This design comes from an exercise in tuning for small area and a short achievable clock period on the open sky130 flow, not from production work. Only simulation tests tie the RTL to the original design; equivalence was not proved. Power figures rest on the tool's default switching activity, not on a simulated workload.

==> flow/design.v (outline; a module is shown in full before it is edited, if it fits) <==
// module mul_simd_top: 1678 lines
module mul_simd_top
(
   input  logic        clk,
   input  logic        rst_n,
   input  logic        in_valid,
   input  logic [1:0]  op,
   input  logic [31:0] a,
   input  logic [31:0] b,
   output logic        out_valid,
   output logic [63:0] result
);
  // ...
==> flow/run.sh <==
#!/bin/bash
# synth_recipe.tcl (not shown) runs the flow's synth.tcl, then flattens the netlist and writes it again
# the make line also repeats each setting of config.mk as NAME=value (left out here)
make -C /OpenROAD-flow-scripts/flow DESIGN_CONFIG=/design/flow/config.mk WORK_HOME=/design/flow/orfs CLKGATE_MAP_FILE= SYNTH_SCRIPT=/design/flow/synth_recipe.tcl finish
==> flow/config.mk <==
export PLATFORM = sky130hd
export DESIGN_NAME = mul_simd_top
export DESIGN_NICKNAME = mul_simd_top
export VERILOG_FILES = /design/flow/design.v
export SDC_FILE = /design/flow/constraint.sdc
export NUM_CORES = 4
export LEC_CHECK = 0
export CAP_MARGIN = 20
export CORE_MARGIN = 2
export CORE_UTILIZATION = 40
export SETUP_SLACK_MARGIN = 4
export SLEW_MARGIN = 20
==> flow/constraint.sdc <==
create_clock -name core_clock -period 9.5 [get_ports {clk}]
set_input_delay 1.9000 -clock core_clock [delete_from_list [all_inputs] [get_ports {clk}]]
set_output_delay 1.9000 -clock core_clock [all_outputs]
set_load 0.01 [all_outputs]
==> impl_metrics.py, run 1 <==
metrics = {
    "timing": {
        "setup_slack_ps": 4150,
        "min_period_ps": 5350,
    },
    "finish": {
        "layout_commonest_cell": "fa_1",
        "final_cell_count_no_fill": 2597,
        "n_all_buffers": 169,
        "non_clock_buffer_area_share_pct": 7.73,
        "nClkBuffers": 19,
        "area_growth_pct": 12.4,
        "multi_input_area_share_pct": 63.5,
    },
    "routing": {
        "vias": 13800,
        "routed_wl_mm": 49.7,
        "antenna_left": 0,
        "drt_first_pass_iters": 6,
        "route.met2.wl_mm": 21.8,
        "routed.top_layer": "met4",
    },
    "global_route": {
        "grt_pass1_vias": 14300,
        "grt_max_degree": 75,
        "grt_use_met1_pct": 30.7,
        "overflow": 0,
        "grt-busiest-layer": "met2",
        "use_met3_pct": 5.34,
    },
    "outcome": {
        "status": "complete, no violations",
    },
    "setup_path": {
        "path_cells": "ha_1, nand4_1, nor4_4, o2111ai_1, a31oi_4, o21ai_1, a21boi_0, xor2_1, clkdlybuf4s50_1",
        "reg2reg_from": "w_r$_DFF_P_",
        "slowest_delay_ps": 560,
    },
    "yosys": {
        "synth_mux_area_share_pct": 0.122,
        "syn_nets": 2351,
        "ys_seq_area_share_pct": 20.6,
    },
    "power": {
        "seqPwrFrac_pct": 22.2,
        "p_clk_share_pct": 12.3,
    },
    "die": {
        "core_area_sq_um": 45400,
    },
    "clock_tree": {
        "numClockSinks": 189,
    },
}
==> run 2: changes to the inputs <==
--- a/flow/config.mk
+++ b/flow/config.mk
@@ -7,2 +7,3 @@
 export LEC_CHECK = 0
+export ABC_CLOCK_PERIOD_IN_PS = 4500
 export CAP_MARGIN = 20
==> run 2 against run 1 <==
Highest routed layer unchanged; routed wire length unchanged; global-route usage unchanged; flip-flop and latch count unchanged; largest cell class unchanged; maximum frequency unchanged; critical path type unchanged.
==> impl_metrics.py, run 2 <==
metrics = {
    "outcome": {
        "status": "complete, no violations",
    },
    "setup_path": {
        "cp-startpoint": "csx_r[43]$_DFF_P_",
        "worst_ep_arrival_time_ps": 3450,
        "path_class": "flip-flop to primary output",
        "r2r_setup_slack_ps": 4630,
        "crit_path_end_kind": "primary output",
        "slowest_delay_ps": 560,
        "crit_end": "result[61]",
        "cp_slowest_cell": "clkdlybuf4s50_1",
        "r2r_end": "csx_r[16]$_DFF_P_",
        "rr_worst_depth": 12,
        "reg2reg_from": "w_r$_DFF_P_",
        "critPathLaunchType": "flip-flop",
        "path_depth": 9,
        "cp_num_buf_inv": 1,
        "path_delay_family": "compound AO/OA/AOI/OAI gates",
        "crit_fanout": 4,
        "path_cells": "ha_1, nand4_1, nor4_4, o2111ai_1, a31oi_4, o21ai_1, a21boi_0, xor2_1, clkdlybuf4s50_1",
        "crit_required_ps": 7600,
    },
    "power": {
        "p_clk_share_pct": 12.3,
        "power.internal_uw": 3260,
        "max-vdd-ir-drop_uv": 152,
        "powerDensity_nw_per_um2": 278,
        "swShare_pct": 43.5,
        "combPwrFrac_pct": 65.6,
        "seqPwrFrac_pct": 22.2,
        "p_sw_uw": 2500,
        "leakage_uw": 0.00875,
    },
    "yosys": {
        "synth_area_sq_um": 18400,
        "yosysMostFrequentCell": "fa_1",
        "yosys.area_share.simple_pct": 8.71,
        "avgSynthCellArea_sq_um": 9.35,
        "synth.top_cells.by_count": "fa_1 (258), a22oi_1 (232), inv_1 (224), dfxtp_1 (187), xnor2_1 (185)",
        "synthAdderAreaFrac_pct": 31.6,
        "async_flop_share_pct": 1.06,
        "synth_mux_area_share_pct": 0.122,
        "ys_seq_area_share_pct": 20.6,
        "ys_warn_count": 1,
        "synthCells": 1972,
        "yosys-top-cells-area": "fa_1 (28%), dfxtp_1 (20%), a22oi_1 (9.5%), xnor2_1 (8.8%), xor2_1 (7.7%)",
        "yosysTopAreaCellShare_pct": 28.0,
        "synth-xor-area-share_pct": 16.5,
        "synth_edf_count": 0,
        "synth_top_family_by_area": "adder cells",
        "syn_nets": 2351,
        "synthFlopType": "dfxtp_1",
        "ys_types": 54,
        "ys_ff_latch": 189,
        "synth_compound_area_share_pct": 14.3,
        "synth_top_area_cell": "fa_1",
    },
    "timing": {
        "slew_headroom_pct": 34.5,
        "clock_skew_ps": 12.6,
        "grt_setup_unrepaired": "true",
        "setup_viol": 0,
        "report.final.slew_viol_count": 0,
        "min_period_ps": 5350,
        "fmax_mhz": 187,
        "hold_violations": 0,
        "post-route-period-util_pct": 56.3,
        "tns_ps": 0,
        "setup_slack_ps": 4150,
        "tightestPinTransition_ps": 981,
    },
    "global_route": {
        "grt_pass1_wl_mm": 79.5,
        "grt_pass1_vias": 14300,
        "grt_usage_pct": 21.6,
        "grt_max_degree": 75,
        "antenna_found_initial": 1,
        "overflow": 0,
    },
    "routing": {
        "post_drt_wl_per_cell_um": 19.1,
        "antenna_left": 0,
        "vias": 13800,
        "drt_first_iter_violations": 955,
        "vias_per_cell": 5.30,
        "drc": 0,
        "routed_wl_mm": 49.7,
        "drt_first_pass_iters": 6,
    },
    "finish": {
        "regMostFlops": "csx_r",
        "num_antenna_cells": 0,
        "nFillCells": 4323,
        "layout_commonest_cell": "fa_1",
        "nets": 2363,
        "final_layout_size_suffix_gt1_share_pct": 4.11,
        "area_growth_pct": 12.4,
        "final_cell_mix": "fa_1 (258), a22oi_1 (232), inv_1 (224)",
        "top_regs": "csx_r: 64 flops, csy_r: 40 flops, b_r: 32 flops",
        "largest_register_ffs": 64,
    },
    "die": {
        "pin_count": 134,
        "rows": 78,
        "dieWidth_um": 219,
        "dieArea_sq_um": 47800,
        "fp.dieH_um": 219,
        "core_area_sq_um": 45400,
        "start_util_pct": 40.6,
    },
    "clock_tree": {
        "cts_inserted_buffers": 17,
        "htreeDepth": 4,
        "root_buffer": "clkbuf_16",
        "cts_tree": "done",
        "clock_latency_ps": 490,
        "clk_pin_slew_ps": 80,
        "clockBufferDepth": 2,
        "cts_hold_buf": 0,
        "numClockSinks": 189,
    },
    "flow_run": {
        "maxCapViolCount": 0,
    },
    "worst_hold_path": {
        "hold_class": "flip-flop to flip-flop",
    },
    "placement": {
        "hpwl_mm": 35.9,
        "routabilityCongestion": 0.867,
        "post-place-ws_ps": 4290,
        "numPortBuffers": 133,
    },
}
[run 2: cell counts in the layout (fill, tap and decap cells not counted)]
No cell type changed its count.
[run 2: kinds of logic (layout without fill, tap and decap cells)]
family,Yosys count,count (layout)
AO/OA/AOI/OAI,369,369
XOR/XNOR,348,348
adder cells (fa/ha/maj),310,310
buffers and inverters,401,426
flip-flops,189,189
multiplexers,2,2
AND/OR/NAND/NOR,353,353
[run 2: per-stage QoR]
stage | total power, uW | hold WS (ps) | cell area [sq um] | cells | utilization, %
after floorplan | 3520 | 329 | 18400 | 1972 | -
after global placement | 5020 | 340 | 20100 | 2564 | 44.3
after detailed placement | 5090 | 348 | 20100 | 2564 | 44.3
after CTS | 5830 | 366 | 20700 | 2596 | 45.6
after global routing | 6320 | 381 | 20700 | 2597 | 45.6
final | 5760 | 361 | 20700 | 2597 | 45.6
[run 2: how the worst min path moves through the flow]
stage	start	endpoint	slack [ps]	cells past startpoint
floorplan	bn_r[0]$_DFF_P_	csx_r[0]$_DFF_P_	330	0
detailed placement	v1_r$_DFF_PN0_	out_valid$_DFF_PN0_	350	0
finish	v1_r$_DFF_PN0_	out_valid$_DFF_PN0_	360	0
global placement	v1_r$_DFF_PN0_	out_valid$_DFF_PN0_	340	0
CTS	v1_r$_DFF_PN0_	out_valid$_DFF_PN0_	370	0
global route	v1_r$_DFF_PN0_	out_valid$_DFF_PN0_	380	0
[run 2: worst register-to-register path: stages, from the launching register on]
cell	delay, ps
dfxtp_4	660
buf_4	720
nand2_1	180
nand2_1	250
a22oi_1	120
xor2_1	210
fa_1	510
fa_1	430
fa_1	400
nand2b_1	180
fa_1	540
fa_1	560
inv_1	40
[run 2: final cells by class]
| type | instances | area [sq um] | area share (%) |
|---|---|---|---|
| Multi-Input combinational cell | 1382 | 13200 | 63.5 |
| Sequential cell | 189 | 3800 | 18.3 |
| Timing Repair Buffer | 169 | 1600 | 7.73 |
| Inverter | 225 | 845 | 4.08 |
| Tap cell | 600 | 751 | 3.62 |
| Clock buffer | 19 | 443 | 2.14 |
| Clock inverter | 13 | 123 | 0.592 |
[run 2: metal layers]
layer / track usage [%] / share of wire (%)
met4: 6.78 / 2.1
met2: 32.1 / 44
met1: 30.7 / 46
met3: 5.34 / 8.0
met5: 0 / 0
[run 2: power groups by stage]
| stage | registers, uW | clock network, uW | logic [uW] |
|---|---|---|---|
| after floorplan | 1170 | 0 | 2350 |
| after global placement | 1290 | 0 | 3730 |
| after detailed placement | 1290 | 0 | 3800 |
| after CTS | 1280 | 727 | 3830 |
| after global routing | 1310 | 760 | 4260 |
| final | 1280 | 706 | 3780 |
[run 2: timing repair]
item	4_1_cts	5_1_grt
pin swaps	0	3
setup endpoints to repair	5	12
resized for setup	3	2
setup buffers	0	1
==> run 3: changes to the inputs <==
--- a/flow/config.mk
+++ b/flow/config.mk
@@ -7,3 +7,2 @@
 export LEC_CHECK = 0
-export ABC_CLOCK_PERIOD_IN_PS = 4500
 export CAP_MARGIN = 20
@@ -11,3 +10,2 @@
 export CORE_UTILIZATION = 40
-export SETUP_SLACK_MARGIN = 4
 export SLEW_MARGIN = 20
==> run 3 against run 2 <==
Clock skew shrank 0.81 ps; synthesized cell count is the same; critical endpoint unchanged; largest cell class unchanged; area after synthesis is the same; non-clock buffer count shrank 1; critical path depth grew 1; power shrank 0.29%; largest power group unchanged; routed wire length shrank 0.14%; flip-flop and latch count is the same; final cell count is essentially flat; maximum frequency shrank 6.5%; first-iteration DRC count grew 1.6%.
==> impl_metrics.py, run 3 <==
metrics = {
    "yosys": {
        "yosysMostFrequentCell": "fa_1",
        "synthCells": 1972,
        "yosysTopAreaCellShare_pct": 28.0,
        "syn_nets": 2351,
        "synth.top_cells.by_count": "fa_1 (258), a22oi_1 (232), inv_1 (224), dfxtp_1 (187), xnor2_1 (185)",
        "synth_area_sq_um": 18400,
        "synth_top_area_cell": "fa_1",
        "ys_warn_count": 1,
        "async_flop_share_pct": 1.06,
        "synth_edf_count": 0,
        "ys_types": 54,
        "avgSynthCellArea_sq_um": 9.35,
        "yosys-top-cells-area": "fa_1 (28%), dfxtp_1 (20%), a22oi_1 (9.5%), xnor2_1 (8.8%), xor2_1 (7.7%)",
        "synthFlopType": "dfxtp_1",
        "ys_seq_area_share_pct": 20.6,
        "ys_ff_latch": 189,
    },
    "setup_path": {
        "critPathLaunchType": "flip-flop",
        "path_class": "flip-flop to primary output",
        "worst_ep_arrival_time_ps": 3830,
        "crit_top_cell": "ha_1",
        "crit_path_end_kind": "primary output",
        "crit_required_ps": 7600,
        "crit_fanout": 4,
        "path_delay_family": "compound AO/OA/AOI/OAI gates",
        "cp_num_buf_inv": 1,
        "slowest_delay_ps": 700,
        "path_cells": "ha_1, ha_1, nand3_1, nor4_2, o2111ai_1, a31oi_1, o21ai_1, a21boi_0, xor2_1, clkdlybuf4s50_1",
        "cp_slowest_cell": "a31oi_1",
    },
    "global_route": {
        "overflow": 0,
        "grt_max_degree": 75,
        "grt_pass1_vias": 14300,
        "antenna_found_initial": 1,
        "grt_usage_pct": 21.5,
        "grt_pass1_wl_mm": 79.4,
    },
    "timing": {
        "setup_slack_ps": 3770,
        "hold_violations": 0,
        "slew_headroom_pct": 34.6,
        "clock_skew_ps": 11.8,
        "report.final.slew_viol_count": 0,
        "post-route-period-util_pct": 60.3,
        "tns_ps": 0,
        "fmax_mhz": 175,
        "tightestPinTransition_ps": 980,
        "grt_setup_unrepaired": "false",
        "min_period_ps": 5730,
        "setup_viol": 0,
    },
    "clock_tree": {
        "cts_hold_buf": 0,
        "numClockSinks": 189,
        "clock_latency_ps": 480,
        "cts_tree": "done",
        "clockBufferDepth": 2,
        "htreeDepth": 4,
        "root_buffer": "clkbuf_16",
        "clk_pin_slew_ps": 80,
        "post-cts-setup-buffer-count": 0,
        "ctsResizeCount": 0,
        "cts_inserted_buffers": 17,
    },
    "routing": {
        "post_drt_wl_per_cell_um": 19.1,
        "antenna_left": 0,
        "vias": 13700,
        "vias_per_cell": 5.28,
        "drt_first_iter_violations": 970,
        "drt_first_pass_iters": 6,
        "routed_wl_mm": 49.7,
        "drc": 0,
    },
    "placement": {
        "post-place-ws_ps": 4290,
        "placedCellCount": 2564,
        "hpwl_mm": 35.9,
        "dpl-instance-area_sq_um": 20100,
        "numPortBuffers": 133,
        "routabilityCongestion": 0.867,
    },
    "worst_hold_path": {
        "hold_class": "flip-flop to flip-flop",
    },
    "finish": {
        "area_growth_pct": 12.2,
        "nFillCells": 4329,
        "final_cell_count_no_fill": 2596,
        "largest_register_ffs": 64,
        "layout_commonest_cell": "fa_1",
        "design_area_sq_um": 20700,
        "regMostFlops": "csx_r",
        "num_antenna_cells": 0,
        "final_layout_size_suffix_gt1_share_pct": 3.91,
        "nets": 2362,
        "final_cell_mix": "fa_1 (258), a22oi_1 (232), inv_1 (224)",
        "top_regs": "csx_r: 64 flops, csy_r: 40 flops, b_r: 32 flops",
    },
    "die": {
        "core_area_sq_um": 45400,
        "start_util_pct": 40.6,
        "rows": 78,
        "fp.dieH_um": 219,
        "dieArea_sq_um": 47800,
        "pin_count": 134,
        "dieWidth_um": 219,
    },
    "power": {
        "powerDensity_nw_per_um2": 278,
        "leakage_uw": 0.00874,
        "total_power_uw": 5750,
        "max-vdd-ir-drop_uv": 151,
    },
    "flow_run": {
        "maxCapViolCount": 0,
    },
    "outcome": {
        "status": "complete, no violations",
    },
}
==> run 3: worst paths after layout <==
path	slack [ps]	depth (start not counted)	from	end
worst min-delay path	360	0	v1_r$_DFF_PN0_	out_valid$_DFF_PN0_
worst min register to register	360	0	v1_r$_DFF_PN0_	out_valid$_DFF_PN0_
worst max-delay path	3770	10	csx_r[32]$_DFF_P_	result[61]
worst max register to register	4620	12	w_r$_DFF_P_	csx_r[16]$_DFF_P_
max in group asynchronous	7820	1	rst_n	out_valid$_DFF_PN0_
min in group asynchronous	1560	1	rst_n	v1_r$_DFF_PN0_
==> run 3: metal layers <==
metal | share of wire [%] | track usage, % | vias to the layer above | wire [um]
met5 | 0 | 0 | - | 0
met4 | 2.1 | 6.78 | 0 | 1040
met3 | 8.1 | 5.34 | 70 | 4020
met2 | 44 | 32.1 | 525 | 21700
met1 | 46 | 30.6 | 6780 | 22900
li1 | - | - | 6339 | -
==> run 3: area by class of cell <==
cell class	count	area (sq um)	area share (%)
clock inverters	13	123	0.593
inverters	225	845	4.08
well taps	600	751	3.63
flip-flops and latches	189	3800	18.4
multi-input cells	1382	13100	63.5
repair buffers	168	1590	7.71
clock buffers	19	443	2.14
==> run 3: through the flow <==
stage	hold WS, ps	util, %
after global placement	340	44.3
after floorplan	329	-
after global routing	381	45.6
after CTS	366	45.6
after detailed placement	348	44.3
final	361	45.6
==> run 3: logic make-up after synthesis <==
group	count (synthesis)	share of synthesized area, %
buffers and inverters	401	8.21
AO/OA/AOI/OAI	369	14.3
AND/OR/NAND/NOR	353	8.71
XOR/XNOR	348	16.5
adder cells (fa/ha/maj)	310	31.6
flip-flops	189	20.6
multiplexers	2	0.122
==> run 3: report_power, final <==
group / total (uW) / leakage (uW) / internal (uW) / switching [uW]
registers: 1280 / 0.00160 / 1070 / 205
clock network: 706 / 0.000273 / 352 / 354
logic: 3760 / 0.00687 / 1830 / 1940
total: 5750 / 0.00874 / 3250 / 2490

-- separate check: timing with driven ports --
How much do the figures lean on ideal ports? The routed layouts below were timed once more, with nothing changed but the port constraints.
Step 1 sets driving cells, clkbuf_16 on the clock port and buf_2 on the other inputs (assumed; they add their load-dependent delay and slew).
Step 2 times the ports against the registers' clock, not the clock port: input delays grow and output delays shrink by t, the midpoint of the rising clock arrivals with the driver on.
a / b / c = ideal / step 1 / step 2; a / b = the first two.
run	t, ns	setup WS [ns]	worst hold slack (ns)	slew at the worst register clock pin (ns)	pins driven straight from the clock port
run 1	0.534	4.147 / 4.093 / 4.626	0.361 / 0.361 / 0.361	0.08 / 0.08	1
run 2	0.534	4.147 / 4.093 / 4.626	0.361 / 0.361 / 0.361	0.08 / 0.08	1
run 3	0.534	3.772 / 3.717 / 4.251	0.361 / 0.361 / 0.361	0.08 / 0.08	1
After both steps setup and hold are still met in every run listed.
